Source: an optimization exercise on an open RTL-to-GDS flow (aim: small area). Production flows keep margins and buffers that such runs may drop.
Function was checked by simulation only, so behaviour that the tests miss may differ from the original.
Power and IR drop assume default switching activity.

Setup of the previous run:
Design tnef_record_deframer_core, start of the top module:
module tnef_record_deframer_core (
  input  wire logic        clk,
  input  wire logic        rst_n,
  input  wire logic        push,
  output logic             full,
  input  wire logic [7:0]  in_stream_byte,
  input  wire logic        in_restart,
  output logic             empty,
  input  wire logic        pop,
  output logic [1:0]       out_event_kind,
  output logic [31:0]      out_attribute_type,
  output logic [7:0]       out_component,
  output logic [7:0]       out_payload_byte,
  output logic [31:0]      out_record_length,
  output logic             out_last_of_record
);
clock: 5.0 ns
lec_check: 0
cap_margin: 0
core_margin: 2
core_utilization: 70
slew_margin: 0
standard.sh (not shown) runs the stock make flow with config.mk's settings and CLKGATE_MAP_FILE= SYNTH_SCRIPT=/design/flow/synth_recipe.tcl, a recipe that flattens the netlist after the stock synthesis.
==> flow/flow/run.sh <==
#!/bin/bash
# 1. the standard synthesis, unchanged.
# 2. Its combinational logic re-mapped by ABC with an area-oriented script; the
#    registers (cells, instance names) are left exactly as the standard synthesis made them.
# 3. the standard layout of that netlist, with the smallest buffer cell on the
#    ports and a clock tree without dummy balancing loads.
set -euo pipefail
HERE=$(pwd)
RES=$HERE/orfs/results/$FLOW_PLATFORM/tnef_record_deframer_core/base
LIB=$FLOW_HOME/platforms/$FLOW_PLATFORM/lib/sky130_fd_sc_hd__tt_025C_1v80.lib
YOSYS=${YOSYS_EXE:-$(command -v yosys || echo "$FLOW_HOME/../tools/install/yosys/bin/yosys")}
KNOBS=(
  BUFFER_PORTS_ARGS="-buffer_cell sky130_fd_sc_hd__buf_1"
  CTS_ARGS="-sink_clustering_enable -repair_clock_nets -dont_use_dummy_load -sink_clustering_size 20 -sink_clustering_max_diameter 50 -buf_list sky130_fd_sc_hd__clkbuf_8"
)

bash standard.sh "${KNOBS[@]}" synth > standard_synth.log 2>&1
cp "$RES/1_2_yosys.v" "$HERE/1_2_yosys_standard.v"

sed -e "s#@LIB@#$LIB#g" -e "s#@IN@#$HERE/1_2_yosys_standard.v#" -e "s#@OUT@#$HERE/1_2_yosys_remap.v#" \
    -e "s#@TOP@#$FLOW_TOP#g" -e "s#@ABC@#$HERE/flow/abc_area.script#" flow/remap.ys > "$HERE/remap_run.ys"
"$YOSYS" -l "$HERE/remap.log" -q "$HERE/remap_run.ys" > /dev/null 2>&1

cp "$HERE/1_2_yosys_remap.v" "$RES/1_2_yosys.v"
rm -f "$RES/1_synth.odb" "$RES/1_synth.sdc"
bash standard.sh "${KNOBS[@]}" finish > standard_flow.log 2>&1
Other scripts of this flow, unchanged in this note and not shown: flow/flow/abc_area.script, flow/flow/remap.ys
diff inputs: the previous run => the current run
--- a/flow/design.v
+++ b/flow/design.v
@@ -139,33 +139,25 @@
       bad_r <= bad_nxt;
       if (eff_phase == PH_DATA) begin
         sum_r <= sum_r + {8'd0, b};
       end else if (eff_phase != PH_CSUM) begin
         sum_r <= 16'd0;
       end
-    end
-  end
-  logic [31:0] left_shift;
-  logic [31:0] low_zero;
-  assign left_shift = {b, left_r[31:8]};
-  always_comb begin
-    low_zero[0] = 1'b1;
-    for (int i = 1; i < 32; i++) low_zero[i] = low_zero[i-1] & ~left_r[i-1];
-  end
-  always_ff @(posedge clk) begin
-    for (int i = 0; i < 32; i++) begin
-      if (take && ((eff_phase != PH_DATA) || low_zero[i]))
-        left_r[i] <= (eff_phase == PH_DATA) ? ~left_r[i] : left_shift[i];
+      if (eff_phase == PH_DATA) begin
+        left_r <= left_r - 32'd1;
+      end else if (eff_phase == PH_LEN) begin
+        left_r <= {b, left_r[31:8]};
+      end
     end
   end
   logic [71:0] hdr_r [4];
   logic        hdr_byte;
-  assign hdr_byte = (eff_phase != PH_DATA) && (eff_phase != PH_CSUM) && (eff_phase != PH_HALT);
+  assign hdr_byte = (eff_phase == PH_COMP) || (eff_phase == PH_TYPE) || (eff_phase == PH_LEN);
   always_ff @(posedge clk) begin
     for (int s = 0; s < 4; s++) begin
-      if (take && hdr_byte && (wtag == 2'(s)))
+      if (take && hdr_byte && (((eff_phase == PH_COMP) ? wtag : cur_tag_r) == 2'(s)))
         hdr_r[s] <= {b, hdr_r[s][71:8]};
     end
   end
   logic        wr_en, rd_en;
   logic [1:0]  wr_ptr, rd_ptr_r;
   logic [2:0]  count_r;
### Flow results
- The current run | stages: all done | timing, DRC, antenna: all pass
- Clock-pin slew on the worst setup and hold paths: the previous run vs the current run, no meaningful difference
- Compared with the previous run, the current run shows a lower global-route usage.
- The higher source-to-sink clock delay at the later pin of the worst-skew pair of the previous run and the current run is in the current run.
- Non-clock buffer contribution to total cell area essentially unchanged between the current run and the previous run.
- The current run vs the previous run — clock power share rose 3.1 points.
- Routed wire length in the current run is 3.5% below the previous run.

==> port drivers added, routing unchanged <==
The results above use ideal ports. As a check the final layouts listed here were re-extracted and re-timed, cells and wires unchanged.
Step 1, drivers: a clkbuf_16 drives clk and a buf_2 each remaining input, both assumed.
Step 2, shift: input delay + t, output delay - t, t = (earliest + latest rising clock arrival at the registers) / 2. This alone moves slack from input paths to output paths.
Three values: ideal, step 1, step 2; two values: the first two.
run	shift t [ns]	slack for setup (ns)	clock arrival spread, ns
the previous run	0.559	0.340 / 0.300 / 0.808	0.066 / 0.066
the current run	0.619	0.393 / 0.393 / 0.304	0.047 / 0.047
After both steps every run listed still meets setup and hold. The setup slack of the current run, which loses most, moves by 0.000 ns with the drivers and by -0.089 ns with both steps.
